Context: an optimization exercise on an open-source flow, tuned for small area and a short achievable clock period. The choices shown serve that exercise and are no tape-out recipe.
RTL that was checked went through simulation tests only; none was proved equivalent to the original.
No functional check of the RTL was part of runs 3 and 5 to 7.
Power figures rest on the tool's default switching activity, not on a simulated workload.

===== design/flow/flow/run.sh =====
#!/bin/bash
# standard layout, with plain buffers (not delay cells) on the ports
set -o pipefail
bash standard.sh "BUFFER_PORTS_ARGS=-buffer_cell sky130_fd_sc_hd__buf_2" finish > standard.log 2>&1

===== design/flow/standard.sh =====
#!/bin/bash
# synth_recipe.tcl (not shown) runs the flow's synth.tcl, then flattens the netlist and writes it again
# the make line also repeats each setting of config.mk as NAME=value (left out here)
make -C /OpenROAD-flow-scripts/flow DESIGN_CONFIG=/design/flow/config.mk WORK_HOME=/design/flow/orfs CLKGATE_MAP_FILE= SYNTH_SCRIPT=/design/flow/synth_recipe.tcl "${@:-finish}"

===== design/flow/config.mk =====
export PLATFORM = sky130hd
export DESIGN_NAME = rqfbi_top
export DESIGN_NICKNAME = rqfbi_top
export VERILOG_FILES = /design/flow/design.v
export SDC_FILE = /design/flow/constraint.sdc
export NUM_CORES = 4
export LEC_CHECK = 0
export CAP_MARGIN = 20
export CORE_MARGIN = 2
export CORE_UTILIZATION = 40
export CTS_CLUSTER_DIAMETER = 100
export CTS_CLUSTER_SIZE = 25
export SETUP_SLACK_MARGIN = 2.1
export SLEW_MARGIN = 20

===== design/flow/constraint.sdc =====
create_clock -name core_clock -period 4.0 [get_ports {clk}]
set_input_delay 0.8000 -clock core_clock [delete_from_list [all_inputs] [get_ports {clk}]]
set_output_delay 0.8000 -clock core_clock [all_outputs]
set_load 0.01 [all_outputs]

===== design/flow/design.v =====
`default_nettype none
package rqfbi_pkg;
	localparam int RQFBI_DEPTH     = 16;
	localparam int RQFBI_ITEM_BITS = 32;
	localparam int KIND_W          = 3;
	localparam int DATA_W          = 32;
	localparam int CAP_W           = 5;
	localparam logic [KIND_W-1:0] KIND_SEND_BACK  = 3'd0;
	localparam logic [KIND_W-1:0] KIND_SEND_FRONT = 3'd1;
	localparam logic [KIND_W-1:0] KIND_RECEIVE    = 3'd2;
	localparam logic [KIND_W-1:0] KIND_PEEK       = 3'd3;
	localparam logic [KIND_W-1:0] KIND_DROP_FRONT = 3'd4;
	localparam logic [KIND_W-1:0] KIND_FLUSH      = 3'd5;
	typedef struct packed {
		logic [KIND_W-1:0] kind;
		logic [DATA_W-1:0] item_data;
	} rqfbi_cmd_t;
	typedef struct packed {
		logic              accepted;
		logic [DATA_W-1:0] out_data;
		logic [CAP_W-1:0]  items_held;
		logic [CAP_W-1:0]  slots_free;
		logic              is_empty;
		logic              is_full;
	} rqfbi_res_t;
endpackage
`default_nettype wire
`default_nettype none
module ring_queue_front_back_insert #(
	parameter int DEPTH     = rqfbi_pkg::RQFBI_DEPTH,
	parameter int ITEM_BITS = rqfbi_pkg::RQFBI_ITEM_BITS
) (
	input  wire logic                          clk,
	input  wire logic                          arst_n,
	input  wire logic                          start,
	output logic                               busy,
	input  wire rqfbi_pkg::rqfbi_cmd_t         cmd,
	input  wire logic                          cfg_valid,
	output logic                               cfg_ready,
	input  wire logic [rqfbi_pkg::CAP_W-1:0]   cfg_data,
	output logic                               done,
	output rqfbi_pkg::rqfbi_res_t              result
);
	localparam int IDX_W = 4;
	localparam int CW    = rqfbi_pkg::CAP_W;
	logic [ITEM_BITS-1:0] mem [16];
	logic [ITEM_BITS-1:0] rd_data_q;
	logic [CW-1:0]    held_q;
	logic [CW-1:0]    free_q;
	logic [CW-1:0]    cap_q;
	logic             nempty_q;
	logic             full_q;
	logic [15:0]      head_q;
	logic [IDX_W-1:0] tail_q;
	logic             done_q;
	logic             ready_q;
	logic             acc_s1;
	logic [CW-1:0]    res_held_q;
	logic [CW-1:0]    res_free_q;
	logic             res_empty_q;
	logic             res_full_q;
	logic [CW-1:0]    held_d;
	logic [CW-1:0]    free_d;
	logic             nempty_d;
	logic             full_d;
	logic [15:0]      head_d;
	logic [IDX_W-1:0] tail_d;
	logic [15:0]      tail_dec;
	logic             fire;
	logic             cfg_fire;
	logic [CW-1:0]    cap_sat;
	logic             is_sb, is_sf, is_rd, is_pop, is_flush;
	logic             do_push, do_pop, rd_ok;
	logic             acc_d;
	logic [15:0]      we;
	logic [ITEM_BITS-1:0] front;
	assign busy      = cfg_valid;
	assign cfg_ready = ~done_q;
	assign fire      = start & ~cfg_valid;
	assign cfg_fire  = cfg_valid & ready_q;
	always_comb begin
		if (cfg_data == '0) begin
			cap_sat = CW'(1);
		end else if (cfg_data > CW'(16)) begin
			cap_sat = CW'(16);
		end else begin
			cap_sat = cfg_data;
		end
	end
	assign is_sb    = cmd.kind == rqfbi_pkg::KIND_SEND_BACK;
	assign is_sf    = cmd.kind == rqfbi_pkg::KIND_SEND_FRONT;
	assign is_rd    = (cmd.kind == rqfbi_pkg::KIND_RECEIVE) | (cmd.kind == rqfbi_pkg::KIND_PEEK);
	assign is_pop   = (cmd.kind == rqfbi_pkg::KIND_RECEIVE) | (cmd.kind == rqfbi_pkg::KIND_DROP_FRONT);
	assign is_flush = cmd.kind == rqfbi_pkg::KIND_FLUSH;
	assign do_push = (is_sb | is_sf) & ~full_q;
	assign do_pop  = is_pop & nempty_q;
	assign rd_ok   = is_rd & nempty_q;
	assign acc_d   = do_push | rd_ok | do_pop | is_flush;
	always_comb begin
		for (int i = 0; i < 16; i++) begin
			we[i] = ~held_q[CW-1] & (tail_dec[i] | head_q[(i + 1) % 16]);
		end
	end
	always_comb begin
		for (int i = 0; i < 16; i++) begin
			tail_dec[i] = tail_q == IDX_W'(i);
		end
	end
	always_ff @(posedge clk) begin
		for (int i = 0; i < 16; i++) begin
			if (we[i]) begin
				mem[i] <= ITEM_BITS'(cmd.item_data);
			end
		end
	end
	always_comb begin
		front = '0;
		for (int i = 0; i < 16; i++) begin
			front = front | ({ITEM_BITS{head_q[i]}} & mem[i]);
		end
	end
	always_ff @(posedge clk) begin
		rd_data_q <= {ITEM_BITS{rd_ok}} & front;
		acc_s1    <= acc_d;
	end
	always_comb begin
		held_d  = held_q;
		free_d  = free_q;
		nempty_d = nempty_q;
		full_d  = full_q;
		head_d  = head_q;
		tail_d  = tail_q;
		if (cfg_fire) begin
			held_d  = '0;
			free_d  = cap_sat;
			nempty_d = 1'b0;
			full_d  = 1'b0;
			head_d  = 16'd1;
			tail_d  = '0;
		end else if (fire) begin
			if (is_flush) begin
				held_d  = '0;
				free_d  = cap_q;
				nempty_d = 1'b0;
				full_d  = 1'b0;
				head_d  = 16'd1;
				tail_d  = '0;
			end else if (do_push) begin
				held_d  = held_q + CW'(1);
				free_d  = free_q - CW'(1);
				nempty_d = 1'b1;
				full_d  = free_q == CW'(1);
				if (is_sf) begin
					head_d = {head_q[0], head_q[15:1]};
				end else begin
					tail_d = tail_q + IDX_W'(1);
				end
			end else if (do_pop) begin
				held_d  = held_q - CW'(1);
				free_d  = free_q + CW'(1);
				nempty_d = held_q != CW'(1);
				full_d  = 1'b0;
				head_d  = {head_q[14:0], head_q[15]};
			end
		end
	end
	always_ff @(posedge clk or negedge arst_n) begin
		if (!arst_n) begin
			held_q   <= '0;
			free_q   <= CW'(16);
			nempty_q <= 1'b0;
			cap_q    <= CW'(16);
			full_q   <= 1'b0;
			head_q   <= 16'd1;
			tail_q   <= '0;
			done_q   <= 1'b0;
			ready_q  <= 1'b1;
		end else begin
			done_q   <= fire;
			ready_q  <= ~fire;
			held_q   <= held_d;
			free_q   <= free_d;
			nempty_q <= nempty_d;
			if (cfg_fire) begin
				cap_q <= cap_sat;
			end
			full_q   <= full_d;
			head_q   <= head_d;
			tail_q   <= tail_d;
		end
	end
	always_ff @(posedge clk) begin
		res_held_q  <= held_d;
		res_free_q  <= free_d;
		res_empty_q <= ~nempty_d;
		res_full_q  <= full_d;
	end
	assign done = done_q;
	always_comb begin
		result            = '0;
		result.accepted   = acc_s1;
		result.out_data   = rqfbi_pkg::DATA_W'(rd_data_q);
		result.items_held = res_held_q;
		result.slots_free = res_free_q;
		result.is_empty   = res_empty_q;
		result.is_full    = res_full_q;
	end
endmodule
`default_nettype wire
`default_nettype none
module rqfbi_top (
	input  wire logic        clk,
	input  wire logic        arst_n,
	input  wire logic        start,
	output logic             busy,
	input  wire logic [2:0]  cmd_kind,
	input  wire logic [31:0] cmd_data,
	input  wire logic        cfg_valid,
	output logic             cfg_ready,
	input  wire logic [4:0]  cfg_data,
	output logic             done,
	output logic             res_accepted,
	output logic [31:0]      res_out_data,
	output logic [4:0]       res_items_held,
	output logic [4:0]       res_slots_free,
	output logic             res_is_empty,
	output logic             res_is_full
);
	rqfbi_pkg::rqfbi_cmd_t cmd;
	rqfbi_pkg::rqfbi_res_t result;
	assign cmd.kind      = cmd_kind;
	assign cmd.item_data = cmd_data;
	ring_queue_front_back_insert u_q (
		.clk       (clk),
		.arst_n    (arst_n),
		.start     (start),
		.busy      (busy),
		.cmd       (cmd),
		.cfg_valid (cfg_valid),
		.cfg_ready (cfg_ready),
		.cfg_data  (cfg_data),
		.done      (done),
		.result    (result)
	);
	assign res_accepted   = result.accepted;
	assign res_out_data   = result.out_data;
	assign res_items_held = result.items_held;
	assign res_slots_free = result.slots_free;
	assign res_is_empty   = result.is_empty;
	assign res_is_full    = result.is_full;
endmodule
`default_nettype wire

==> results.tsv, run 1 <==
stage	metric	value	unit
hold_path	min-delay-path-class	in2async	
critical_path	crit_family	flip-flops	
critical_path	critPathBufInv	2	
timing	tns	0	ps
synth	yosysWarnings	2	
floorplanning	dieArea	56600	um^2
synth	postSynthAreaPerCell	17.1	um^2
synth	synth.distinct_cells	64	
critical_path	crit_arrival	1150	ps
job	cap_viol_max_count	0	
finish	num-fill-cells	4625	
timing	hold_viol_final	0	
finish	syn_to_final_growth	13.9	%
synth	syn-cell-area	21900	um^2
timing	setup_viol	0	
critical_path	r2r_start	u_q.full_q	
synth	syn_inst	1278	
finish	final_cell_mix	edfxtp_1 (512), a22o_1 (99), a221oi_1 (97), buf_2 (77), a22oi_1 (66)	
clocking	htreeDepth	1	
timing	max_slew.worst_pin.slew	929	ps
route	first_pass_iters	8	
global_routing	antenna_found_initial	2	
floorplanning	core.rowCount	85	
timing	slew_violations	0	
synth	ys_seq_area_frac	0.788	
synth	synthFlopType	edfxtp_1	
timing	rsz0062_at_grt	true	
synth	synth_edf_count	512	
floorplanning	die_h	238	um
finish	layout.nets	1439	
route	drt-total-wl	61200	um
synth	yosysTopAreaCell	edfxtp_1	
floorplanning	die_w	238	um
critical_path	end_kind	primary output	
power_and_ir_drop	power_density	433	nW/um^2
route	drc	0	
route	vias	13043	
clocking	cts_tree	done	
outcome	status	no timing/DRC/antenna violations	
finish	mostFrequentLayoutCell	edfxtp_1	
critical_path	cp.required	3200	ps
clocking	clkTransAtPathRegs	100	ps
clocking	cts_sinks	596	
route	drt_iter0_markers	1625	
global_routing	grt_overflow_total	0	
floorplanning	core_area	54000	um^2
route	via_per_inst	6.20	
route	ant_nets	0	
power_and_ir_drop	p_leak	8.01	nW
synth	async_reset_ff_frac	0.0654	
finish	drive_gt1_frac	0.204	
clocking	cts_root_buf	clkbuf_16	
clocking	clk_path_buf_depth	3	
global_routing	grt_max_degree	54	
placement	portBuffers	91	
timing	hold_ws	316	ps
timing	clock_skew	31.4	ps
critical_path	cp-start-kind	register	
route	wl_per_cell	29.1	um
clocking	clock_latency	610	ps
timing	slew_headroom	0.381	
global_routing	grt_pass1_vias	12521	
timing	period_minus_slack	1950	ps
floorplanning	ios	92	
placement	dp_hpwl	31000	um
critical_path	path_max_fanout	2	
global_routing	track_usage	0.211	
synth	yosys-top-cells-area	edfxtp_1 (70%), dfxtp_1 (4.1%), dfrtp_1 (4.0%)	
critical_path	path_class	reg2out	
global_routing	grt_pass1_wl	87900	um
clocking	numCtsBuffers	28	
power_and_ir_drop	ir_drop	0.000352	V
synth	synth_seq_cells	596	
timing	fin_crit_sh	0.486	
critical_path	path_cells	inv_1 > buf_2	
critical_path	cpPeakStageDelay	390	ps
critical_path	startpoint	u_q.done_q	
synth	synth.top_cell.area_share	0.702	
timing	max_freq	514	MHz
placement	gp_congestion	0.822	
critical_path	crit_slowest_cell	dfrtp_1	
floorplanning	initial_core_util	0.405	
==> sequential cells by signal (all words and copies together), names as in the netlist, 4 cells and up <==
name / flops
u_q.cap_q: 5
u_q.held_q: 5
u_q.head_q: 16
u_q.free_q: 5
u_q.tail_q: 4
u_q.rd_data_q: 32
u_q.mem: 512
u_q.res_free_q: 5
u_q.res_held_q: 5
==> worst reg2reg max path, cell delays in order (launching register included) <==
cell	delay, ps
dfrtp_2	490
nor3_4	270
buf_12	180
a221oi_4	80
buf_12	170
or4_1	470
a21oi_1	140
==> metal layers <==
layer | routed length [um] | up-vias | global-route usage
met5 | 13 | - | 0
met4 | 988 | 2 | 0.0396
met3 | 4590 | 74 | 0.0295
met2 | 29000 | 524 | 0.343
met1 | 26600 | 6970 | 0.307
li1 | - | 5473 | -
==> path summary, 6_finish.rpt <==
check	endpoint	slack [ps]	depth (start not counted)
setup / recovery	cfg_ready	2050	2
hold / removal	u_q.held_q[0]	320	1
max in group asynchronous	u_q.head_q[1]	2980	1
hold reg to reg	u_q.cap_q[4]	470	2
setup reg to reg	u_q.head_q[1]	2110	6
min in group core_clock	u_q.cap_q[1]	450	2
==> cells by family after synthesis <==
logic type	count (synthesis)	synth area share
and+or+nand+nor	150	0.0383
adders and majority gates	10	0.00571
AOI/OAI and AO/OA	393	0.139
xor gates and xnor gates	2	0.000800
buffers and inverters	110	0.0209
DFF	596	0.788
muxes	17	0.00777
==> cell usage after synthesis (all sizes together) (29+ instances only) <==
master,count
edfxtp,512
and3,33
o21ai,29
dfxtp,45
a22o,99
clkbuf,71
a31oi,39
a21oi,36
nor2,33
a221oi,98
dfrtp,35
a22oi,66
==> cell type report <==
class | instances | area [um^2] | share of cell area
inverters | 14 | 53.8 | 0.00216
clock buffers | 47 | 803 | 0.0322
repair buffers | 172 | 1400 | 0.0560
flip-flops and latches | 596 | 17300 | 0.695
diodes | 1 | 2.50 | 0.000100
clock inverters | 4 | 50.0 | 0.00201
multi-input cells | 573 | 4440 | 0.178
well taps | 696 | 871 | 0.0349
==> power by group <==
group          leakage (nW)  internal (mW)  total, mW  switching (mW)
registers              5.55           6.89       6.97          0.0786
clock network         0.409           1.43       3.31            1.88
logic                  2.05          0.175      0.519           0.344
==> repair_timing <==
| item | in CTS | in global routing |
|---|---|---|
| pin swaps | 9 | 5 |
| cloned | 1 | 2 |
| setup endpoints to repair | 547 | 195 |
| resized for setup | 63 | 33 |
| buffers inserted | 22 | 12 |
| hold buffers | 0 | 0 |
==> per-stage QoR <==
step	instances	total power, mW	util	cell area, um^2	setup WS, ps
3_5_place_dp	2014	7.58	0.432	23300	1180
2_1_floorplan	1278	7.34	-	22100	1850
6_report	2103	10.8	0.462	24900	2050
5_1_grt	2102	11.1	0.462	24900	2000
3_3_place_gp	2014	7.57	0.432	23300	1240
4_1_cts	2088	10.8	0.456	24600	2020
==> run 2: changes to the inputs <==
--- a/design/flow/config.mk
+++ b/design/flow/config.mk
@@ -10,5 +10,6 @@
 export CORE_UTILIZATION = 40
 export CTS_CLUSTER_DIAMETER = 100
 export CTS_CLUSTER_SIZE = 25
+export PLACE_DENSITY = 0.8
 export SETUP_SLACK_MARGIN = 2.1
 export SLEW_MARGIN = 20
==> results.tsv, run 2 <==
stage	metric	value	unit
critical_path	end_kind	primary output	
synth	yosysTopAreaCell	edfxtp_1	
synth	synth.top_cell.area_share	0.702	
clocking	htreeDepth	1	
finish	finish.utilization	0.462	
placement	placed_cells	2013	
critical_path	crit_arrival	1160	ps
route	vias	13591	
critical_path	r2r_end	u_q.mem[1][17]	
synth	async_reset_ff_frac	0.0654	
finish	multi_input_area	4540	um^2
route	drt_iter0_markers	2212	
floorplanning	initial_core_util	0.405	
timing	slew_violations	0	
synth	yosys-top-cells-area	edfxtp_1 (70%), dfxtp_1 (4.1%), dfrtp_1 (4.0%)	
finish	syn_to_final_growth	14.0	%
timing	setup_ws	2040	ps
synth	yosysWarnings	2	
route	drt-total-wl	59800	um
finish	mostFrequentLayoutCell	edfxtp_1	
critical_path	cp.required	3200	ps
job	cap_viol_max_count	0	
finish	postLayoutCellArea	25000	um^2
synth	postSynthAreaPerCell	17.1	um^2
placement	dp_hpwl	29700	um
floorplanning	die_w	238	um
placement	dpl_cell_area	23300	um^2
clocking	clk_path_buf_depth	3	
floorplanning	die_h	238	um
timing	tns	0	ps
global_routing	track_usage	0.203	
floorplanning	core.rowCount	85	
route	via_per_inst	6.46	
outcome	status	no timing/DRC/antenna violations	
synth	syn-cell-area	21900	um^2
critical_path	rr_worst_depth	4	
clocking	clkTransAtPathRegs	110	ps
clocking	numCtsBuffers	27	
critical_path	critPathBufInv	2	
timing	hold_ws	312	ps
synth	synth_most_common_cell	edfxtp_1	
finish	drive_gt1_frac	0.200	
critical_path	crit_family	flip-flops	
synth	yosys-top-cells-count	edfxtp_1 (512), a22o_1 (99), a221oi_1 (97)	
synth	synth_edf_count	512	
critical_path	r2r_slack	2080	ps
timing	max_slew.worst_pin.slew	901	ps
power_and_ir_drop	p_total	10.6	mW
timing	hold_viol_final	0	
global_routing	antenna_found_initial	5	
floorplanning	core_area	54000	um^2
critical_path	path_max_fanout	2	
route	wl_per_cell	28.4	um
placement	gp_congestion	0.897	
finish	layout.nets	1440	
power_and_ir_drop	power_density	425	nW/um^2
placement	portBuffers	91	
timing	period_minus_slack	1960	ps
route	first_pass_iters	6	
clocking	cts_sinks	596	
timing	clock_skew	24.0	ps
critical_path	path_class	reg2out	
global_routing	grt_max_degree	54	
power_and_ir_drop	p_leak	8.01	nW
critical_path	cp-start-kind	register	
critical_path	crit_slowest_cell	dfrtp_1	
critical_path	r2r_start	u_q.tail_q[3]	
finish	n_antenna_cell	0	
critical_path	cpPeakStageDelay	400	ps
placement	pre_cts_ws	1150	ps
synth	syn_inst	1278	
finish	largestRegisters	u_q.mem x512, u_q.rd_data_q x32, u_q.head_q x16	
global_routing	grt_pass1_wl	85200	um
hold_path	min-delay-path-class	in2async	
timing	fin_crit_sh	0.489	
critical_path	path_cells	inv_1 > buf_2	
clocking	cts_root_buf	clkbuf_16	
finish	seq_area	17300	um^2
power_and_ir_drop	ir_drop	0.000366	V
synth	synth.distinct_cells	64	
synth	synth_seq_cells	596	
clocking	cts_tree	done	
floorplanning	dieArea	56600	um^2
synth	ys_seq_area_frac	0.788	
finish	layout.cells.non_filler	2103	
finish	regMostFlops	u_q.mem	
timing	max_freq	511	MHz
timing	setup_viol	0	
synth	synthFlopType	edfxtp_1	
route	ant_nets	0	
clocking	clock_latency	610	ps
timing	rsz0062_at_grt	true	
finish	largest_reg_flops	512	
route	drc	0	
global_routing	grt_overflow_total	0	
floorplanning	ios	92	
timing	slew_headroom	0.399	
finish	num-fill-cells	4393	
finish	final_cell_mix	edfxtp_1 (512), a22o_1 (99), a221oi_1 (97), buf_2 (74), a22oi_1 (66)	
global_routing	grt_pass1_vias	12972	
## run 2: how the worst max path moves through the flow
stage	startpoint	end	slack, ps	cells after the start
2_1_floorplan	cmd_kind[0]	u_q.tail_q[1]	1850	5
3_3_place_gp	cmd_kind[1]	u_q.head_q[1]	1390	6
3_5_place_dp	cmd_kind[1]	u_q.head_q[8]	1150	6
4_1_cts	u_q.done_q	cfg_ready	2030	2
5_1_grt	u_q.done_q	cfg_ready	2000	2
6_report	u_q.done_q	cfg_ready	2040	2
## run 2: power by group
part	total (mW)	internal, mW	switching (mW)	leakage (nW)
clock network	3.13	1.30	1.83	0.371
registers	6.95	6.89	0.0671	5.58
logic	0.524	0.168	0.356	2.07
## run 2: metal layers
metal  global-route usage  up-vias  share of wire
met5                    0        -        0.00072
met4               0.0606        8          0.028
met3               0.0501      141           0.14
met2                0.320     1122           0.46
met1                0.280     6830           0.37
li1                     -     5490              -
## run 2: final cells by class
cell class                      count  share of cell area
Clock buffer                       48              0.0302
Timing Repair Buffer              170              0.0562
Sequential cell                   596               0.694
Inverter                           14             0.00216
Multi-Input combinational cell    577               0.182
Tap cell                          696              0.0349
Clock inverter                      2             0.00100
## run 2: logic make-up (layout without fill, tap and decap cells)
group,after synthesis,in the layout,share of synthesized area
muxes,17,17,0.00777
xor gates and xnor gates,2,2,0.000800
buffers and inverters,110,234,0.0209
AOI/OAI and AO/OA,393,396,0.139
adders and majority gates,10,10,0.00571
DFF,596,596,0.788
and+or+nand+nor,150,152,0.0383
## run 2: timing repair
item                                    CTS  global route
pin swaps                                14             4
hold buffers                              0             0
setup buffers                            27             7
gates cloned                              4             2
endpoints found under the setup margin  515           401
gates resized for setup                  65            53
==> run 3: changes to the inputs <==
--- a/design/flow/design.v
+++ b/design/flow/design.v
@@ -75,7 +75,7 @@
 	logic [15:0]      we;
 	logic [ITEM_BITS-1:0] front;
 	assign busy      = cfg_valid;
-	assign cfg_ready = ~done_q;
+	assign cfg_ready = ready_q;
 	assign fire      = start & ~cfg_valid;
 	assign cfg_fire  = cfg_valid & ready_q;
 	always_comb begin
--- a/design/flow/config.mk
+++ b/design/flow/config.mk
@@ -10,6 +10,5 @@
 export CORE_UTILIZATION = 40
 export CTS_CLUSTER_DIAMETER = 100
 export CTS_CLUSTER_SIZE = 25
-export PLACE_DENSITY = 0.8
 export SETUP_SLACK_MARGIN = 2.1
 export SLEW_MARGIN = 20
==> results.tsv, run 3 <==
stage	metric	value	unit
outcome	status	no timing/DRC/antenna violations	
floorplanning	initial_core_util	0.403	
synth	synth-compound-area-share	0.134	
critical_path	path_cells	buf_6	
timing	setup_viol	0	
critical_path	end_kind	primary output	
synth	syn-cell-area	21700	um^2
timing	fin_crit_sh	0.509	
synth	synth_most_common_cell	edfxtp_1	
global_routing	grt_max_degree	40	
critical_path	path_class	reg2out	
timing	hold_viol_final	0	
synth	yosysTopAreaCell	edfxtp_1	
critical_path	critPathBufInv	1	
critical_path	cp-start-kind	register	
job	cap_viol_max_count	0	
finish	largest_reg_flops	512	
timing	slew_violations	0	
synth	ys_seq_area_frac	0.797	
route	first_pass_iters	5	
global_routing	grt_pass1_wl	83900	um
critical_path	crit_arrival	1240	ps
placement	gp_congestion	0.804	
floorplanning	dieArea	56000	um^2
finish	finish.utilization	0.459	
floorplanning	core_area	53700	um^2
critical_path	crit_slowest_cell	dfstp_2	
finish	layout.nets	1403	
floorplanning	core.rowCount	85	
global_routing	met2_usage	0.322	
timing	period_minus_slack	2040	ps
route	drt_iter0_markers	1561	
synth	synth_fa_ha_area_frac	0.00578	
route	drt-total-wl	57900	um
timing	max_slew.worst_pin.slew	959	ps
global_routing	antenna_found_initial	2	
global_routing	grt_pass1_vias	12190	
clocking	clkTransAtPathRegs	90	ps
route	vias	12513	
critical_path	r2r_slack	2090	ps
floorplanning	die_h	237	um
power_and_ir_drop	ir_drop	0.000355	V
critical_path	path_max_fanout	2	
clocking	htreeDepth	1	
floorplanning	die_w	237	um
critical_path	crit_family	flip-flops	
synth	syn_inst	1241	
global_routing	met3_usage	0.0300	
critical_path	cp.required	3200	ps
global_routing	gr-max-usage-layer	met2	
synth	async_reset_ff_frac	0.0654	
global_routing	met1_usage	0.296	
clocking	clk_path_buf_depth	3	
synth	synth-simple-area-share	0.0336	
synth	synth.distinct_cells	52	
finish	largestRegisters	u_q.mem x512, u_q.rd_data_q x32, u_q.head_q x16	
synth	synthFlopType	edfxtp_1	
floorplanning	ios	92	
critical_path	cpPeakStageDelay	550	ps
route	drc	0	
finish	regMostFlops	u_q.mem	
clocking	numCtsBuffers	28	
clocking	postCtsHoldBufs	0	
timing	slew_headroom	0.360	
synth	synth_seq_cells	596	
synth	yosysWarnings	2	
synth	synth_xor_area_frac	0.00404	
placement	dp_hpwl	30200	um
timing	clock_skew	20.5	ps
synth	yosys-top-cells-area	edfxtp_1 (71%), dfxtp_1 (4.2%), dfrtp_1 (4.0%)	
synth	synth_top_family_by_area	compound AO/OA/AOI/OAI gates	
finish	syn_to_final_growth	13.8	%
timing	rsz0062_at_grt	true	
finish	mostFrequentLayoutCell	edfxtp_1	
global_routing	track_usage	0.203	
route	wl_per_cell	28.0	um
synth	synthMuxAreaShare	0.00786	
synth	synth.top_cell.area_share	0.710	
synth	yosys-top-cells-count	edfxtp_1 (512), a22o_1 (98), a221oi_1 (97)	
power_and_ir_drop	p_leak	7.94	nW
timing	max_freq	491	MHz
route	ant_nets	0	
global_routing	grt_overflow_total	0	
timing	tns	0	ps
finish	drive_gt1_frac	0.206	
clocking	clock_latency	600	ps
clocking	cts_sinks	596	
synth	postSynthAreaPerCell	17.5	um^2
clocking	cts_root_buf	clkbuf_16	
finish	final_cell_mix	edfxtp_1 (512), a22o_1 (98), a221oi_1 (91), buf_2 (87), a22oi_1 (66)	
placement	portBuffers	91	
power_and_ir_drop	power_density	437	nW/um^2
clocking	cts_tree	done	
synth	synth_edf_count	512	
route	via_per_inst	6.05	
hold_path	min-delay-path-class	in2async	
-- run 3: changes by cell type after synthesis, sizes merged, moves of 10 or more --
cell	before	now
buf	25	12
nand3	12	22
or4	15	0
o31ai	1	17
o21ai	29	11
a21oi	36	21
-- run 3: final cells by class --
| type | instances | area [um^2] |
|---|---|---|
| antenna | 1 | 2.50 |
| clock buffer | 48 | 797 |
| clock inverter | 4 | 53.8 |
| fill | 4584 | 29100 |
| inverter | 9 | 37.5 |
| multi-input combinational | 545 | 4270 |
| sequential | 596 | 17300 |
| tap | 696 | 871 |
| timing repair buffer | 169 | 1310 |
-- run 3: path summary, 6_finish.rpt --
kind / end / depth (start not counted) / from
max: cfg_ready / 1 / u_q.ready_q
min: u_q.held_q[3] / 1 / arst_n
max reg2reg: u_q.mem[1][18] / 5 / u_q.tail_q[1]
min reg2reg: u_q.cap_q[4] / 2 / u_q.cap_q[4]
max in group asynchronous: u_q.head_q[4] / 1 / arst_n
min in group core_clock: u_q.cap_q[4] / 3 / cfg_data[4]
-- run 3: routing by layer --
metal,share of wire,vias to the layer above
met1,0.43,6522
met4,0.022,0
met3,0.083,73
met2,0.46,609
met5,0,-
li1,-,5309
-- run 3: metrics by stage --
stage,area [um^2],total power [mW],hold WS [ps],setup WS [ps],instances
after floorplan,21900,7.33,439,1800,1241
after global placement,23100,7.56,452,1370,1973
after detailed placement,23100,7.57,455,1290,1973
after CTS,24400,10.8,352,1930,2053
after global routing,24600,11.1,402,1920,2067
final,24600,10.8,353,1960,2068
-- run 3: cells by family (layout without fill, tap and decap cells) --
logic type | Yosys count | count (layout)
flip-flops | 596 | 596
adder cells (fa/ha/maj) | 10 | 10
other | 0 | 1
AO/OA/AOI/OAI | 368 | 368
buffers and inverters | 101 | 230
AND/OR/NAND/NOR | 139 | 140
multiplexers | 17 | 17
XOR/XNOR | 10 | 10
-- run 3: report_power, final --
part	internal [mW]	switching, mW	total (mW)	leakage (nW)
registers	6.89	0.0787	6.97	5.54
logic	0.174	0.331	0.505	1.99
clock network	1.42	1.89	3.30	0.410
-- run 3: what timing repair did --
action,in CTS,in global routing
setup endpoints to repair,534,360
cloned,2,0
buffers inserted,26,14
pin swaps,12,6
resized for setup,37,32
==> run 4: changes to the inputs <==
--- a/design/flow/design.v
+++ b/design/flow/design.v
@@ -75,7 +75,7 @@
 	logic [15:0]      we;
 	logic [ITEM_BITS-1:0] front;
 	assign busy      = cfg_valid;
-	assign cfg_ready = ready_q;
+	assign cfg_ready = ~done_q;
 	assign fire      = start & ~cfg_valid;
 	assign cfg_fire  = cfg_valid & ready_q;
 	always_comb begin
--- a/design/flow/config.mk
+++ b/design/flow/config.mk
@@ -10,5 +10,5 @@
 export CORE_UTILIZATION = 40
 export CTS_CLUSTER_DIAMETER = 100
 export CTS_CLUSTER_SIZE = 25
-export SETUP_SLACK_MARGIN = 2.1
+export SETUP_SLACK_MARGIN = 2.15
 export SLEW_MARGIN = 20
==> results.tsv, run 4 <==
stage	metric	value	unit
floorplanning	die_h	238	um
power_and_ir_drop	power_density	424	nW/um^2
global_routing	grt_pass1_vias	12469	
clocking	clk_path_buf_depth	3	
critical_path	r2r_slack	2120	ps
critical_path	r2r_end	u_q.tail_q[1]	
critical_path	endpoint	res_out_data[0]	
placement	dpl_cell_area	23400	um^2
global_routing	track_usage	0.216	
finish	layout.nets	1458	
synth	yosys-top-cells-count	edfxtp_1 (512), a22o_1 (99), a221oi_1 (97)	
global_routing	met1_usage	0.308	
timing	period_minus_slack	1940	ps
route	drt-total-wl	63500	um
clocking	cts_root_buf	clkbuf_16	
power_and_ir_drop	switching_power	2.37	mW
clocking	postCtsHoldBufs	0	
outcome	status	no timing/DRC/antenna violations	
finish	postLayoutCellArea	25400	um^2
route	first_pass_iters	8	
finish	mostFrequentLayoutCell	edfxtp_1	
timing	setup_viol	0	
critical_path	crit_family	flip-flops	
route	vias	13183	
global_routing	met2_usage	0.350	
power_and_ir_drop	p_leak	8.15	nW
placement	portBuffers	91	
finish	layout.cells.non_filler	2116	
synth	synth_most_common_cell	edfxtp_1	
critical_path	path_class	reg2out	
finish	largest_reg_flops	512	
power_and_ir_drop	ir_drop	0.000400	V
finish	num-fill-cells	4570	
synth	syn_inst	1278	
synth	syn-cell-area	21900	um^2
timing	hold_viol_final	0	
route	wl_per_cell	30.0	um
synth	synth.top_cell.area_share	0.702	
finish	final_cell_mix	edfxtp_1 (512), a22o_1 (99), a221oi_1 (97), a22oi_1 (66), buf_4 (62)	
synth	synthFlopType	edfxtp_1	
synth	yosys-top-cells-area	edfxtp_1 (70%), dfxtp_1 (4.1%), dfrtp_1 (4.0%)	
power_and_ir_drop	p_seq_frac	0.645	
synth	synth.distinct_cells	64	
global_routing	gr-max-usage-layer	met2	
synth	yosysWarnings	2	
floorplanning	die_w	238	um
route	via_per_inst	6.23	
finish	syn_to_final_growth	16.1	%
floorplanning	core.rowCount	85	
floorplanning	ios	92	
route	drt_iter0_markers	1723	
power_and_ir_drop	power_frac_clock	0.302	
power_and_ir_drop	pwr-share-comb	0.053	
critical_path	worst-path-stages	1	
route	ant_nets	0	
finish	largestRegisters	u_q.mem x512, u_q.rd_data_q x32, u_q.head_q x16	
synth	synth_edf_count	512	
critical_path	critPathBufInv	1	
timing	max_slew.worst_pin.slew	959	ps
floorplanning	initial_core_util	0.405	
global_routing	grt_pass1_wl	89100	um
finish	drive_gt1_frac	0.236	
route	drc	0	
timing	tns	0	ps
power_and_ir_drop	swShare	0.220	
placement	dp_hpwl	31300	um
clocking	clkTransAtPathRegs	100	ps
power_and_ir_drop	p_int	8.42	mW
critical_path	cp-start-kind	register	
hold_path	min-delay-path-class	in2async	
timing	fin_crit_sh	0.486	
critical_path	r2r_start	u_q.full_q	
synth	ys_seq_area_frac	0.788	
global_routing	grt_overflow_total	0	
job	cap_viol_max_count	0	
timing	clock_skew	61.9	ps
synth	async_reset_ff_frac	0.0654	
floorplanning	dieArea	56600	um^2
global_routing	grt_max_degree	41	
synth	postSynthAreaPerCell	17.1	um^2
finish	regMostFlops	u_q.mem	
timing	rsz0062_at_grt	true	
timing	slew_headroom	0.360	
critical_path	crit_slowest_cell	dfxtp_4	
critical_path	rr_worst_depth	5	
placement	placed_cells	2015	
critical_path	cp.required	3200	ps
clocking	clock_latency	650	ps
timing	max_freq	514	MHz
critical_path	path_max_fanout	1	
synth	synth_seq_cells	596	
clocking	cts_tree	done	
global_routing	antenna_found_initial	6	
critical_path	startpoint	u_q.rd_data_q[0]	
critical_path	path_cells	buf_6	
placement	gp_congestion	0.760	
clocking	numCtsBuffers	28	
floorplanning	core_area	54000	um^2
critical_path	cpPeakStageDelay	370	ps
critical_path	crit_arrival	1140	ps
critical_path	end_kind	primary output	
timing	slew_violations	0	
global_routing	met3_usage	0.0315	
clocking	cts_sinks	596	
clocking	htreeDepth	1	
synth	yosysTopAreaCell	edfxtp_1	
-- run 4: changes by cell type after synthesis, moves of 6 or more --
cell,before,now
a21oi_1,21,35
nand3_1,22,12
o21ai_0,9,29
clkbuf_1,80,70
o31ai_1,17,1
buf_2,3,13
or4_1,0,15
or3_1,1,7
-- run 4: power by group through the flow --
stage	sequential (mW)	combinational (mW)	clock, mW
floorplan	7.08	0.267	0
global placement	7.10	0.474	0
detailed placement	7.10	0.484	0
CTS	6.96	0.544	3.31
global route	6.97	0.616	3.50
finish	6.96	0.573	3.26
-- run 4: through the flow --
step	hold slack, ps	util	power (mW)	setup slack (ps)
final	340	0.471	10.8	2060
after global routing	412	0.471	11.1	2000
after CTS	356	0.461	10.8	2030
after detailed placement	463	0.433	7.59	1180
after global placement	451	0.433	7.57	1270
after floorplan	439	-	7.35	1850
-- run 4: worst min-delay path by stage --
stage                             from            end  slack, ps
after detailed placement  u_q.cap_q[4]   u_q.cap_q[4]        460
after global routing            arst_n  u_q.held_q[3]        410
final                           arst_n  u_q.held_q[1]        340
after global placement    u_q.cap_q[4]   u_q.cap_q[4]        450
after CTS                       arst_n  u_q.held_q[3]        360
after floorplan           u_q.cap_q[0]   u_q.cap_q[0]        440
-- run 4: area by class of cell --
type / count / area (um^2) / area share
Clock inverter: 5 / 66.3 / 0.00261
Sequential cell: 596 / 17400 / 0.683
Inverter: 14 / 53.8 / 0.00212
Clock buffer: 40 / 746 / 0.0293
Tap cell: 696 / 871 / 0.0343
Timing Repair Buffer: 191 / 1830 / 0.0719
Multi-Input combinational cell: 573 / 4490 / 0.177
Antenna cell: 1 / 2.50 / 0.0000984
-- run 4: repair_timing --
| item | CTS | global route |
|---|---|---|
| setup buffers | 22 | 28 |
| resized for setup | 120 | 44 |
| hold endpoints to repair | 0 | 0 |
| setup endpoints to repair | 571 | 340 |
| gates cloned | 1 | 4 |
| pin swaps | 12 | 9 |
-- run 4: logic make-up after synthesis --
kind of cell               count (synthesis)  synth area share
AOI/OAI and AO/OA                        393             0.139
xor gates and xnor gates                   2          0.000800
adders and majority gates                 10           0.00571
buffers and inverters                    110            0.0209
DFF                                      596             0.788
muxes                                     17           0.00777
and+or+nand+nor                          150            0.0383
-- run 4: per-layer routing --
layer	vias to the layer above	part of all wire
li1	5512	-
met5	-	0.0010
met2	636	0.48
met1	6928	0.43
met4	10	0.023
met3	97	0.075
==> run 5: changes to the inputs <==
--- a/design/flow/design.v
+++ b/design/flow/design.v
@@ -74,6 +74,7 @@
 	logic             acc_d;
 	logic [15:0]      we;
 	logic [ITEM_BITS-1:0] front;
+	logic [15:0]      rd_sel_q;
 	assign busy      = cfg_valid;
 	assign cfg_ready = ~done_q;
 	assign fire      = start & ~cfg_valid;
@@ -116,11 +117,12 @@
 	always_comb begin
 		front = '0;
 		for (int i = 0; i < 16; i++) begin
-			front = front | ({ITEM_BITS{head_q[i]}} & mem[i]);
+			front = front | ({ITEM_BITS{rd_sel_q[i]}} & mem[i]);
 		end
 	end
 	always_ff @(posedge clk) begin
 		rd_data_q <= {ITEM_BITS{rd_ok}} & front;
+		rd_sel_q  <= head_d;
 		acc_s1    <= acc_d;
 	end
 	always_comb begin
--- a/design/flow/config.mk
+++ b/design/flow/config.mk
@@ -10,5 +10,5 @@
 export CORE_UTILIZATION = 40
 export CTS_CLUSTER_DIAMETER = 100
 export CTS_CLUSTER_SIZE = 25
-export SETUP_SLACK_MARGIN = 2.15
+export SETUP_SLACK_MARGIN = 2.1
 export SLEW_MARGIN = 20
==> results.tsv, run 5 <==
stage	metric	value	unit
outcome	status	no timing/DRC/antenna violations	
global_routing	grt_pass1_wl	85000	um
synth	async_reset_ff_frac	0.0637	
floorplanning	core.rowCount	85	
synth	synth-compound-area-share	0.136	
power_and_ir_drop	p_total	11.5	mW
critical_path	endpoint	cfg_ready	
critical_path	cp.required	3200	ps
floorplanning	die_w	238	um
synth	synth_most_common_cell	edfxtp_1	
power_and_ir_drop	p_int	8.85	mW
timing	hold_viol_final	0	
synth	synth_fa_ha_area_frac	0.00569	
synth	postSynthAreaPerCell	17.4	um^2
synth	synthMuxAreaShare	0.000455	
power_and_ir_drop	pwr-share-comb	0.069	
synth	synth.top_cell.area_share	0.700	
global_routing	antenna_found_initial	3	
timing	slew_headroom	0.397	
clocking	cts_sinks	612	
timing	setup_ws	2050	ps
floorplanning	initial_core_util	0.407	
critical_path	rr_worst_depth	5	
power_and_ir_drop	power_density	460	nW/um^2
finish	largestRegisters	u_q.mem x512, u_q.rd_data_q x32	
placement	pre_cts_ws	1330	ps
route	drt_iter0_markers	1420	
timing	fin_crit_sh	0.487	
route	drc	0	
route	via_per_inst	6.07	
synth	synth_xor_area_frac	0.00319	
clocking	clkTransAtPathRegs	90	ps
synth	synth_top_family_by_area	compound AO/OA/AOI/OAI gates	
floorplanning	dieArea	56800	um^2
clocking	cts_tree	done	
critical_path	startpoint	u_q.done_q	
hold_path	min-delay-path-class	in2async	
placement	gp_congestion	0.784	
route	wl_per_cell	28.3	um
clocking	clk_path_buf_depth	3	
global_routing	grt_pass1_vias	12329	
synth	syn-cell-area	22000	um^2
clocking	numCtsBuffers	28	
finish	regMostFlops	u_q.mem	
synth	syn_inst	1266	
synth	yosysWarnings	2	
route	vias	12717	
critical_path	path_max_fanout	2	
power_and_ir_drop	swShare	0.230	
route	ant_nets	0	
synth	synth_seq_cells	612	
timing	clock_skew	22.4	ps
route	drt-total-wl	59200	um
placement	portBuffers	91	
timing	rsz0062_at_grt	true	
critical_path	crit_arrival	1150	ps
route	first_pass_iters	7	
job	cap_viol_max_count	0	
floorplanning	ios	92	
finish	largest_reg_flops	512	
finish	layout.nets	1430	
finish	num-fill-cells	4602	
clocking	clock_latency	620	ps
critical_path	path_class	reg2out	
finish	final_cell_mix	edfxtp_1 (512), a22o_1 (98), a221oi_1 (98), buf_2 (72), a22oi_1 (66)	
power_and_ir_drop	power_frac_clock	0.287	
timing	hold_ws	308	ps
finish	drive_gt1_frac	0.194	
timing	tns	0	ps
power_and_ir_drop	ir_drop	0.000393	V
power_and_ir_drop	p_leak	8.14	nW
synth	yosysTopAreaCell	edfxtp_1	
finish	syn_to_final_growth	13.6	%
synth	synth-simple-area-share	0.0360	
finish	finish.utilization	0.462	
global_routing	grt_overflow_total	0	
global_routing	track_usage	0.205	
timing	max_slew.worst_pin.slew	905	ps
floorplanning	core_area	54000	um^2
placement	dp_hpwl	29400	um
floorplanning	die_h	238	um
critical_path	r2r_slack	2130	ps
clocking	cts_root_buf	clkbuf_16	
critical_path	end_kind	primary output	
synth	yosys-top-cells-count	edfxtp_1 (512), a221oi_1 (98), a22o_1 (98)	
synth	synth.distinct_cells	54	
timing	slew_violations	0	
timing	max_freq	513	MHz
power_and_ir_drop	p_seq_frac	0.644	
clocking	htreeDepth	1	
timing	period_minus_slack	1950	ps
synth	synthFlopType	edfxtp_1	
synth	ys_seq_area_frac	0.800	
synth	yosys-top-cells-area	edfxtp_1 (70%), dfxtp_1 (5.6%), dfrtp_1 (4.0%)	
global_routing	grt_max_degree	40	
critical_path	r2r_start	u_q.tail_q[3]	
power_and_ir_drop	switching_power	2.64	mW
critical_path	cp-start-kind	register	
finish	mostFrequentLayoutCell	edfxtp_1	
critical_path	r2r_end	u_q.mem[9][30]	
synth	synth_edf_count	512	
timing	setup_viol	0	
==> run 5: cell families (layout without fill, tap and decap cells) <==
| logic type | after synthesis | in the layout |
|---|---|---|
| multiplexers | 1 | 1 |
| XOR/XNOR | 8 | 8 |
| adder cells (fa/ha/maj) | 10 | 10 |
| AO/OA/AOI/OAI | 384 | 384 |
| buffers and inverters | 96 | 226 |
| flip-flops | 612 | 612 |
| AND/OR/NAND/NOR | 155 | 157 |
| other | 0 | 1 |
==> run 5: worst max-delay path, stage by stage (launching register included) <==
cell     delay [ps]
dfrtp_1         380
inv_1            40
buf_2           110
==> run 5: timing repair <==
item / in CTS / in global routing
hold buffers: 0 / 0
buffers inserted: 21 / 7
resized for setup: 44 / 51
pin swaps: 8 / 5
hold endpoints to repair: 0 / 0
setup endpoints to repair: 506 / 354
gates cloned: 2 / 1
==> run 5: worst min-delay path by stage <==
stage | start | end
after floorplan | u_q.cap_q[4] | u_q.cap_q[4]
final | arst_n | u_q.cap_q[1]
after CTS | arst_n | u_q.held_q[3]
after detailed placement | u_q.cap_q[4] | u_q.cap_q[4]
after global routing | arst_n | u_q.cap_q[2]
after global placement | u_q.cap_q[4] | u_q.cap_q[4]
==> run 5: power by group through the flow <==
stage | registers [mW] | clock network [mW] | logic (mW)
global placement | 7.54 | 0 | 0.717
finish | 7.41 | 3.30 | 0.788
floorplan | 7.43 | 0 | 0.444
global route | 7.43 | 3.57 | 0.855
CTS | 7.40 | 3.36 | 0.769
detailed placement | 7.55 | 0 | 0.725
==> run 5: area by class of cell <==
cell class | count | area [um^2] | share of cell area
flip-flops and latches | 612 | 17700 | 0.708
multi-input cells | 560 | 4260 | 0.171
repair buffers | 154 | 1250 | 0.0502
well taps | 696 | 871 | 0.0349
clock buffers | 50 | 783 | 0.0314
inverters | 20 | 78.8 | 0.00316
clock inverters | 2 | 46.3 | 0.00185
diodes | 1 | 2.50 | 0.000100
==> run 5: per-stage QoR <==
stage | cells | cell area [um^2]
2_1_floorplan | 1266 | 22100
3_3_place_gp | 2011 | 23400
3_5_place_dp | 2011 | 23400
4_1_cts | 2086 | 24700
5_1_grt | 2094 | 25000
6_report | 2095 | 25000
==> run 5: layer usage <==
| metal | vias up | routed length [um] | GRT usage |
|---|---|---|---|
| li1 | 5409 | - | - |
| met1 | 6680 | 25300 | 0.296 |
| met5 | - | 24 | 0 |
| met3 | 68 | 4750 | 0.0338 |
| met2 | 554 | 28100 | 0.331 |
| met4 | 6 | 1060 | 0.0422 |
==> run 6: changes to the inputs <==
==> design/flow/flow/run.sh (replaced) <==
#!/bin/bash
# standard layout, with plain buffers (not delay cells) on the ports and no gate
# cloning in timing repair; synthesis buffers are removed at floorplan
set -o pipefail
bash standard.sh "BUFFER_PORTS_ARGS=-buffer_cell sky130_fd_sc_hd__buf_2" SKIP_GATE_CLONING=1 REMOVE_ABC_BUFFERS=1 finish > standard.log 2>&1
==> results.tsv, run 6 <==
stage	metric	value	unit
clocking	numCtsBuffers	28	
placement	placed_cells	2016	
timing	hold_ws	347	ps
clocking	htreeDepth	1	
synth	synth-compound-area-share	0.136	
floorplanning	initial_core_util	0.407	
finish	drive_gt1_frac	0.187	
critical_path	r2r_end	u_q.mem[3][19]	
synth	synth_seq_cells	612	
synth	synth_fa_ha_area_frac	0.00569	
finish	layout.nets	1429	
synth	synth_xor_area_frac	0.00319	
critical_path	r2r_start	u_q.tail_q[0]	
timing	period_minus_slack	1950	ps
synth	synth_most_common_cell	edfxtp_1	
floorplanning	core_area	54000	um^2
global_routing	grt_pass1_wl	83900	um
critical_path	r2r_slack	2150	ps
power_and_ir_drop	ir_drop	0.000408	V
power_and_ir_drop	p_int	8.84	mW
synth	async_reset_ff_frac	0.0637	
route	first_pass_iters	5	
global_routing	grt_overflow_total	0	
synth	yosysTopAreaCell	edfxtp_1	
power_and_ir_drop	p_seq_frac	0.645	
synth	yosysWarnings	2	
power_and_ir_drop	power_density	462	nW/um^2
power_and_ir_drop	swShare	0.228	
route	vias	12674	
synth	yosys-top-cells-count	edfxtp_1 (512), a221oi_1 (98), a22o_1 (98)	
route	ant_nets	0	
clocking	clk_path_buf_depth	3	
synth	syn_inst	1266	
global_routing	grt_pass1_vias	12228	
clocking	cts_sinks	612	
job	cap_viol_max_count	0	
timing	rsz0062_at_grt	true	
timing	tns	0	ps
floorplanning	core.rowCount	85	
power_and_ir_drop	p_total	11.4	mW
power_and_ir_drop	p_leak	8.09	nW
synth	synth_edf_count	512	
clocking	cts_root_buf	clkbuf_16	
timing	max_slew.worst_pin.slew	956	ps
critical_path	crit_arrival	1150	ps
floorplanning	die_w	238	um
finish	final_cell_mix	edfxtp_1 (512), a22o_1 (98), a221oi_1 (98), buf_2 (72), a22oi_1 (66)	
route	drc	0	
route	drt-total-wl	58600	um
global_routing	antenna_found_initial	2	
synth	synth_top_family_by_area	compound AO/OA/AOI/OAI gates	
synth	postSynthAreaPerCell	17.4	um^2
timing	max_freq	513	MHz
timing	fin_crit_sh	0.487	
route	drt_iter0_markers	1322	
finish	mostFrequentLayoutCell	edfxtp_1	
synth	synth.top_cell.area_share	0.700	
synth	yosys-top-cells-area	edfxtp_1 (70%), dfxtp_1 (5.6%), dfrtp_1 (4.0%)	
clocking	cts_tree	done	
global_routing	track_usage	0.203	
placement	dp_hpwl	30200	um
timing	setup_viol	0	
finish	num-fill-cells	4688	
synth	synthMuxAreaShare	0.000455	
critical_path	path_max_fanout	2	
clocking	clock_latency	620	ps
placement	gp_congestion	0.778	
floorplanning	ios	92	
critical_path	end_kind	primary output	
floorplanning	die_h	238	um
finish	syn_to_final_growth	12.7	%
critical_path	rr_worst_depth	4	
finish	largestRegisters	u_q.mem x512, u_q.rd_data_q x32	
power_and_ir_drop	power_frac_clock	0.286	
outcome	status	no timing/DRC/antenna violations	
clocking	clkTransAtPathRegs	100	ps
critical_path	path_class	reg2out	
synth	synth-simple-area-share	0.0360	
synth	ys_seq_area_frac	0.800	
finish	regMostFlops	u_q.mem	
power_and_ir_drop	switching_power	2.61	mW
synth	synth.distinct_cells	54	
timing	slew_headroom	0.363	
placement	portBuffers	91	
synth	syn-cell-area	22000	um^2
finish	largest_reg_flops	512	
route	via_per_inst	6.06	
floorplanning	dieArea	56800	um^2
synth	synthFlopType	edfxtp_1	
timing	slew_violations	0	
power_and_ir_drop	pwr-share-comb	0.069	
global_routing	grt_max_degree	40	
finish	finish.utilization	0.458	
timing	hold_viol_final	0	
hold_path	min-delay-path-class	in2async	
timing	clock_skew	40.4	ps
finish	layout.cells.non_filler	2093	
critical_path	cp.required	3200	ps
route	wl_per_cell	28.0	um
clocking	postCtsHoldBufs	0	
critical_path	cp-start-kind	register	
[run 6: cell counts after synthesis]
Identical to the previous run, type by type.
[run 6: final cells by class]
type / instances / area [um^2] / area share
Clock inverter: 2 / 46.3 / 0.00187
Antenna cell: 1 / 2.50 / 0.000101
Tap cell: 696 / 871 / 0.0352
Inverter: 20 / 78.8 / 0.00318
Multi-Input combinational cell: 558 / 4170 / 0.168
Timing Repair Buffer: 155 / 1170 / 0.0474
Clock buffer: 49 / 779 / 0.0315
Sequential cell: 612 / 17700 / 0.713
[run 6: critical path, cell delays in order, from the launching register on]
cell and delay (ps):
dfrtp_1 400, inv_1 50, buf_2 110
[run 6: per-layer routing]
layer | vias to the layer above | wire length, um | GRT usage
li1 | 5398 | - | -
met1 | 6686 | 24900 | 0.283
met2 | 499 | 28600 | 0.340
met3 | 87 | 3660 | 0.0283
met4 | 4 | 1400 | 0.0449
met5 | - | 14 | 0
[run 6: worst max path at each step]
stage | slack [ps] | to | from | cells after the start
CTS | 2030 | cfg_ready | u_q.done_q | 2
detailed placement | 1300 | u_q.free_q[3] | cmd_kind[2] | 6
finish | 2050 | cfg_ready | u_q.done_q | 2
floorplan | 1180 | u_q.mem[12][0] | u_q.tail_q[0] | 4
global route | 2010 | cfg_ready | u_q.done_q | 2
global placement | 1300 | u_q.free_q[3] | cmd_kind[2] | 6
[run 6: power groups by stage]
stage	logic, mW	registers, mW	clock network, mW
2_1_floorplan	0.362	7.48	0
3_3_place_gp	0.746	7.51	0
3_5_place_dp	0.755	7.52	0
4_1_cts	0.789	7.38	3.33
5_1_grt	0.860	7.40	3.53
6_report	0.795	7.38	3.27
[run 6: per-stage QoR]
| stage | area [um^2] | setup WS [ps] |
|---|---|---|
| final | 24800 | 2050 |
| after global routing | 24800 | 2010 |
| after CTS | 24600 | 2030 |
| after detailed placement | 23400 | 1300 |
| after global placement | 23400 | 1300 |
| after floorplan | 21600 | 1180 |
[run 6: cell families (layout without fill, tap and decap cells)]
logic type	count (synthesis)	after routing
xor gates and xnor gates	8	8
AOI/OAI and AO/OA	384	384
other	0	1
adders and majority gates	10	10
muxes	1	1
DFF	612	612
and+or+nand+nor	155	155
buffers and inverters	96	226
[run 6: repair_timing]
item,CTS,global route
pin swaps,7,2
gates cloned,0,0
setup endpoints to repair,483,272
gates resized for setup,52,30
buffers inserted,18,7
==> run 7: changes to the inputs <==
--- a/design/flow/config.mk
+++ b/design/flow/config.mk
@@ -8,7 +8,7 @@
 export CAP_MARGIN = 20
 export CORE_MARGIN = 2
 export CORE_UTILIZATION = 40
-export CTS_CLUSTER_DIAMETER = 100
-export CTS_CLUSTER_SIZE = 25
+export CTS_CLUSTER_DIAMETER = 80
+export CTS_CLUSTER_SIZE = 22
 export SETUP_SLACK_MARGIN = 2.1
 export SLEW_MARGIN = 20
==> results.tsv, run 7 <==
stage	metric	value	unit
placement	dp_hpwl	30200	um
route	via_per_inst	6.02	
job	cap_viol_max_count	0	
critical_path	crit_slowest_cell	dfrtp_1	
global_routing	track_usage	0.205	
clocking	cts_tree	done	
finish	syn_to_final_growth	13.1	%
timing	slew_violations	0	
finish	drive_gt1_frac	0.183	
timing	hold_ws	386	ps
clocking	cts_sinks	612	
finish	num-fill-cells	4675	
finish	postLayoutCellArea	24900	um^2
global_routing	grt_max_degree	40	
synth	synth_seq_cells	612	
clocking	htreeDepth	2	
critical_path	cpPeakStageDelay	400	ps
timing	fin_crit_sh	0.478	
power_and_ir_drop	ir_drop	0.000326	V
power_and_ir_drop	p_leak	8.19	nW
placement	portBuffers	91	
route	vias	12656	
critical_path	cp.required	3200	ps
finish	layout.cells.non_filler	2102	
synth	synth.top_cell.area_share	0.700	
floorplanning	initial_core_util	0.407	
placement	gp_congestion	0.778	
synth	synth_edf_count	512	
timing	hold_viol_final	0	
synth	syn-cell-area	22000	um^2
synth	ys_seq_area_frac	0.800	
timing	slew_headroom	0.370	
placement	placed_cells	2016	
finish	mostFrequentLayoutCell	edfxtp_1	
route	ant_nets	0	
clocking	cts_root_buf	clkbuf_16	
critical_path	path_class	reg2out	
timing	setup_viol	0	
clocking	clock_latency	580	ps
power_and_ir_drop	power_density	480	nW/um^2
global_routing	antenna_found_initial	3	
timing	clock_skew	30.3	ps
global_routing	grt_overflow_total	0	
synth	postSynthAreaPerCell	17.4	um^2
floorplanning	ios	92	
critical_path	crit_family	flip-flops	
global_routing	grt_pass1_wl	84200	um
outcome	status	no timing/DRC/antenna violations	
critical_path	cp-start-kind	register	
global_routing	grt_pass1_vias	12311	
critical_path	crit_arrival	1110	ps
critical_path	critPathBufInv	2	
synth	async_reset_ff_frac	0.0637	
placement	dpl_cell_area	23400	um^2
clocking	clkTransAtPathRegs	90	ps
critical_path	end_kind	primary output	
synth	yosys-top-cells-area	edfxtp_1 (70%), dfxtp_1 (5.6%), dfrtp_1 (4.0%)	
route	drt-total-wl	58600	um
floorplanning	dieArea	56800	um^2
finish	largest_reg_flops	512	
clocking	clk_path_buf_depth	3	
route	first_pass_iters	5	
finish	layout.nets	1433	
clocking	postCtsHoldBufs	0	
synth	yosysTopAreaCell	edfxtp_1	
power_and_ir_drop	p_total	11.9	mW
floorplanning	core.rowCount	85	
synth	yosys-top-cells-count	edfxtp_1 (512), a221oi_1 (98), a22o_1 (98)	
clocking	numCtsBuffers	35	
synth	synthFlopType	edfxtp_1	
synth	yosysWarnings	2	
hold_path	min-delay-path-class	in2async	
floorplanning	die_w	238	um
floorplanning	die_h	238	um
timing	max_freq	522	MHz
timing	max_slew.worst_pin.slew	945	ps
finish	regMostFlops	u_q.mem	
timing	period_minus_slack	1910	ps
critical_path	path_max_fanout	2	
synth	synth.distinct_cells	54	
synth	syn_inst	1266	
synth	synth_most_common_cell	edfxtp_1	
route	drt_iter0_markers	1269	
timing	tns	0	ps
timing	rsz0062_at_grt	true	
finish	final_cell_mix	edfxtp_1 (512), a22o_1 (98), a221oi_1 (98), buf_2 (90), a22oi_1 (66)	
floorplanning	core_area	54000	um^2
critical_path	path_cells	inv_1 > buf_2	
route	drc	0	
route	wl_per_cell	27.9	um
finish	largestRegisters	u_q.mem x512, u_q.rd_data_q x32	
-- run 7: per-stage QoR --
step	utilization	worst slack (ps)
2_1_floorplan	-	1180
4_1_cts	0.459	2060
3_3_place_gp	0.434	1300
5_1_grt	0.460	2040
6_report	0.460	2090
3_5_place_dp	0.434	1300
-- run 7: area by class of cell --
cell class | instances | area (um^2) | area share
clock inverter | 7 | 81.3 | 0.00327
antenna | 1 | 2.50 | 0.000101
inverter | 20 | 78.8 | 0.00317
clock buffer | 56 | 976 | 0.0393
multi-input combinational | 558 | 4170 | 0.168
timing repair buffer | 152 | 1050 | 0.0421
tap | 696 | 871 | 0.0350
sequential | 612 | 17600 | 0.709
-- run 7: worst register-to-register path, stage by stage (launching register included) --
cell and delay (ps):
dfrtp_1 440, inv_1 110, ha_1 230, a21oi_1 120, nor2_4 330, buf_6 310
-- run 7: layer usage --
layer	wire (um)	GRT usage	vias to the layer above	part of all wire
met4	1480	0.0583	4	0.025
met2	28400	0.340	519	0.48
li1	-	-	5416	-
met3	3990	0.0293	90	0.068
met1	24700	0.283	6627	0.42
met5	14	0	-	0.00024
-- run 7: kinds of logic (layout without fill, tap and decap cells) --
kind of cell	after synthesis	in the layout	synth area share
buffers and inverters	96	235	0.0185
DFF	612	612	0.800
xor gates and xnor gates	8	8	0.00319
and+or+nand+nor	155	155	0.0360
muxes	1	1	0.000455
AOI/OAI and AO/OA	384	384	0.136
adders and majority gates	10	10	0.00569
other	0	1	0
-- run 7: repair_timing --
item,CTS,global route
gates resized for setup,34,15
hold endpoints to repair,0,0
cloned,0,0
setup buffers,20,2
endpoints found under the setup margin,510,216
pin swaps,8,1
-- run 7: worst paths after layout --
check	startpoint	to	slack [ps]	depth (start not counted)
setup reg to reg	u_q.tail_q[0]	u_q.mem[0][14]	2160	5
max in group asynchronous	arst_n	u_q.tail_q[3]	2960	1
hold reg to reg	u_q.cap_q[4]	u_q.cap_q[4]	490	2
setup / recovery	u_q.done_q	cfg_ready	2090	2
hold / removal	arst_n	u_q.free_q[0]	390	1
min in group core_clock	cfg_data[4]	u_q.cap_q[4]	460	3
-- run 7: power breakdown --
group	leakage (nW)	internal (mW)	switching, mW	total, mW
sequential	5.75	7.20	0.179	7.38
clock	0.509	1.73	2.04	3.78
combinational	1.93	0.277	0.512	0.789
==> run 8: changes to the inputs <==
--- a/design/flow/design.v
+++ b/design/flow/design.v
@@ -74,7 +74,6 @@
 	logic             acc_d;
 	logic [15:0]      we;
 	logic [ITEM_BITS-1:0] front;
-	logic [15:0]      rd_sel_q;
 	assign busy      = cfg_valid;
 	assign cfg_ready = ~done_q;
 	assign fire      = start & ~cfg_valid;
@@ -117,12 +116,11 @@
 	always_comb begin
 		front = '0;
 		for (int i = 0; i < 16; i++) begin
-			front = front | ({ITEM_BITS{rd_sel_q[i]}} & mem[i]);
+			front = front | ({ITEM_BITS{head_q[i]}} & mem[i]);
 		end
 	end
 	always_ff @(posedge clk) begin
 		rd_data_q <= {ITEM_BITS{rd_ok}} & front;
-		rd_sel_q  <= head_d;
 		acc_s1    <= acc_d;
 	end
 	always_comb begin
==> results.tsv, run 8 <==
stage	metric	value	unit
synth	ys_seq_area_frac	0.788	
clocking	htreeDepth	2	
placement	gp_congestion	0.811	
finish	drive_gt1_frac	0.183	
clocking	cts_tree	done	
global_routing	antenna_found_initial	5	
timing	clock_skew	36.7	ps
synth	synth.distinct_cells	64	
clocking	numCtsBuffers	35	
finish	num-fill-cells	4645	
floorplanning	die_h	238	um
power_and_ir_drop	swShare	0.220	
job	cap_viol_max_count	0	
finish	layout.cells.non_filler	2095	
synth	synth_seq_cells	596	
global_routing	grt_pass1_vias	12608	
power_and_ir_drop	power_frac_clock	0.341	
critical_path	cp.required	3200	ps
timing	hold_viol_final	0	
synth	yosys-top-cells-count	edfxtp_1 (512), a22o_1 (99), a221oi_1 (97)	
clocking	cts_sinks	596	
route	vias	12915	
global_routing	grt_pass1_wl	87700	um
route	drt-total-wl	60800	um
global_routing	track_usage	0.213	
route	first_pass_iters	8	
placement	portBuffers	91	
timing	period_minus_slack	1910	ps
timing	setup_viol	0	
critical_path	end_kind	primary output	
synth	synth_edf_count	512	
critical_path	cp-start-kind	register	
clocking	clk_path_buf_depth	3	
power_and_ir_drop	switching_power	2.48	mW
power_and_ir_drop	p_int	8.83	mW
clocking	cts_root_buf	clkbuf_16	
power_and_ir_drop	p_total	11.3	mW
floorplanning	dieArea	56600	um^2
critical_path	path_class	reg2out	
synth	yosys-top-cells-area	edfxtp_1 (70%), dfxtp_1 (4.1%), dfrtp_1 (4.0%)	
finish	finish.utilization	0.459	
synth	yosysTopAreaCell	edfxtp_1	
synth	synthFlopType	edfxtp_1	
placement	placed_cells	2010	
global_routing	grt_overflow_total	0	
timing	slew_headroom	0.387	
synth	yosysWarnings	2	
finish	regMostFlops	u_q.mem	
floorplanning	initial_core_util	0.405	
clocking	clock_latency	590	ps
power_and_ir_drop	pwr-share-comb	0.045	
power_and_ir_drop	p_seq_frac	0.615	
synth	synth.top_cell.area_share	0.702	
clocking	postCtsHoldBufs	0	
timing	fin_crit_sh	0.477	
route	drt_iter0_markers	1628	
hold_path	min-delay-path-class	in2async	
floorplanning	core.rowCount	85	
timing	rsz0062_at_grt	true	
synth	synth_most_common_cell	edfxtp_1	
synth	syn-cell-area	21900	um^2
synth	syn_inst	1278	
timing	max_freq	524	MHz
floorplanning	die_w	238	um
outcome	status	no timing/DRC/antenna violations	
floorplanning	core_area	54000	um^2
route	wl_per_cell	29.0	um
power_and_ir_drop	p_leak	7.98	nW
route	via_per_inst	6.16	
critical_path	path_max_fanout	2	
route	drc	0	
finish	largestRegisters	u_q.mem x512, u_q.rd_data_q x32, u_q.head_q x16	
synth	postSynthAreaPerCell	17.1	um^2
critical_path	crit_arrival	1110	ps
placement	dp_hpwl	29700	um
finish	layout.nets	1426	
clocking	clkTransAtPathRegs	80	ps
finish	largest_reg_flops	512	
finish	syn_to_final_growth	13.3	%
finish	mostFrequentLayoutCell	edfxtp_1	
power_and_ir_drop	ir_drop	0.000397	V
power_and_ir_drop	power_density	456	nW/um^2
timing	max_slew.worst_pin.slew	920	ps
global_routing	grt_max_degree	40	
timing	tns	0	ps
finish	final_cell_mix	edfxtp_1 (512), a22o_1 (99), a221oi_1 (97), buf_2 (83), a22oi_1 (66)	
route	ant_nets	0	
floorplanning	ios	92	
synth	async_reset_ff_frac	0.0654	
timing	slew_violations	0	
[run 8: cell count changes in the layout (fill, tap and decap cells not counted), moves of 7 or more]
cell and change:
nor2_1 -25, a21oi_1 +14, dfrtp_2 +11, buf_6 +10
buf_2 -7, o21ai_0 +12, a31oi_1 -8, mux2i_1 +16
dfxtp_4 -8, dfxtp_2 -8, or4_1 +15, o22ai_1 -13
dfrtp_1 -14
[run 8: path summary, 6_finish.rpt]
path	cells after the start	end	start	slack, ps
max	2	cfg_ready	u_q.done_q	2090
min	1	u_q.held_q[0]	arst_n	360
max reg2reg	5	u_q.mem[2][20]	u_q.tail_q[0]	2160
min reg2reg	2	u_q.cap_q[4]	u_q.cap_q[4]	470
max in group asynchronous	1	u_q.head_q[13]	arst_n	2960
min in group core_clock	2	u_q.cap_q[4]	u_q.cap_q[4]	470
[run 8: cells by family after synthesis]
| logic type | Yosys count | synth area share |
|---|---|---|
| simple gates | 150 | 0.0383 |
| flops | 596 | 0.788 |
| mux | 17 | 0.00777 |
| xor+xnor | 2 | 0.000800 |
| fa+ha+maj | 10 | 0.00571 |
| buf+inv | 110 | 0.0209 |
| compound gates | 393 | 0.139 |
[run 8: power by group through the flow]
stage / clock, mW / combinational [mW] / sequential (mW)
after floorplan: 0 / 0.204 / 7.10
after global placement: 0 / 0.464 / 7.09
after detailed placement: 0 / 0.478 / 7.09
after CTS: 3.93 / 0.499 / 6.95
after global routing: 4.13 / 0.548 / 6.97
final: 3.86 / 0.505 / 6.95
[run 8: layer usage]
layer,GRT usage,share of wire,wire (um)
met3,0.0318,0.082,4980
met1,0.310,0.43,26000
met4,0.0523,0.019,1130
met2,0.338,0.47,28700
met5,0,0.00053,32
[run 8: per-stage QoR]
step	area [um^2]	hold slack, ps	setup slack, ps
after floorplan	21500	439	1040
after global placement	23300	451	1430
after detailed placement	23300	457	1360
after CTS	24700	387	2060
after global routing	24800	454	2040
final	24800	361	2090
[run 8: cell type report]
type | count | area, um^2 | share of cell area
Sequential cell | 596 | 17300 | 0.697
Multi-Input combinational cell | 572 | 4350 | 0.175
Timing Repair Buffer | 153 | 1160 | 0.0466
Clock buffer | 54 | 957 | 0.0386
Tap cell | 696 | 871 | 0.0351
Clock inverter | 9 | 125 | 0.00504
Inverter | 14 | 52.6 | 0.00212
Antenna cell | 1 | 2.50 | 0.000101
[run 8: repair_timing]
item,4_1_cts,5_1_grt
setup endpoints to repair,484,340
gates resized for setup,34,31
pin swaps,9,1
setup buffers,19,2
[run 8: critical path, cell delays in order, from the launching register on]
cell and delay [ps]:
dfrtp_1 390, inv_1 50, buf_2 110

[re-timing with driven ports]
No port has a modelled driver above. Below, the same layouts with a new extraction and two added sets of constraints.
Step 1: set_driving_cell puts a clkbuf_16 on clk and a buf_2 on each other input, an assumption about the parent block.
Step 2 moves the port delays by t, midway between the first and last clock arrival at a register: inputs arrive t later, outputs are due t later. That takes back most of the time a late clock gives input paths.
a / b / c = ideal ports / drivers / drivers and shift; a / b = the first two.
| run | t (ns) | setup slack, ns | hold WS [ns] | worst data-port slew with drivers (ns) | pins driven straight from the clock port |
|---|---|---|---|---|---|
| run 1 | 0.655 | 2.055 / 1.994 / 1.526 | 0.316 / 0.284 / 0.468 | 0.10 | 1 |
| run 2 | 0.660 | 2.043 / 1.984 / 1.483 | 0.312 / 0.279 / 0.467 | 0.13 | 1 |
| run 3 | 0.647 | 1.963 / 1.909 / 1.560 | 0.353 / 0.323 / 0.469 | 0.08 | 1 |
| run 4 | 0.674 | 2.056 / 1.998 / 1.508 | 0.340 / 0.306 / 0.468 | 0.09 | 1 |
| run 5 | 0.671 | 2.051 / 1.994 / 1.579 | 0.308 / 0.274 / 0.471 | 0.09 | 1 |
| run 6 | 0.661 | 2.050 / 1.992 / 1.610 | 0.347 / 0.313 / 0.485 | 0.09 | 1 |
| run 7 | 0.621 | 2.086 / 2.027 / 1.636 | 0.386 / 0.352 / 0.486 | 0.10 | 1 |
| run 8 | 0.633 | 2.092 / 2.032 / 1.567 | 0.361 / 0.325 / 0.466 | 0.10 | 1 |
After both steps every run listed still meets setup and hold. For run 2, which loses most, drivers alone change the setup slack by -0.059 ns; drivers and shift together by -0.560 ns.
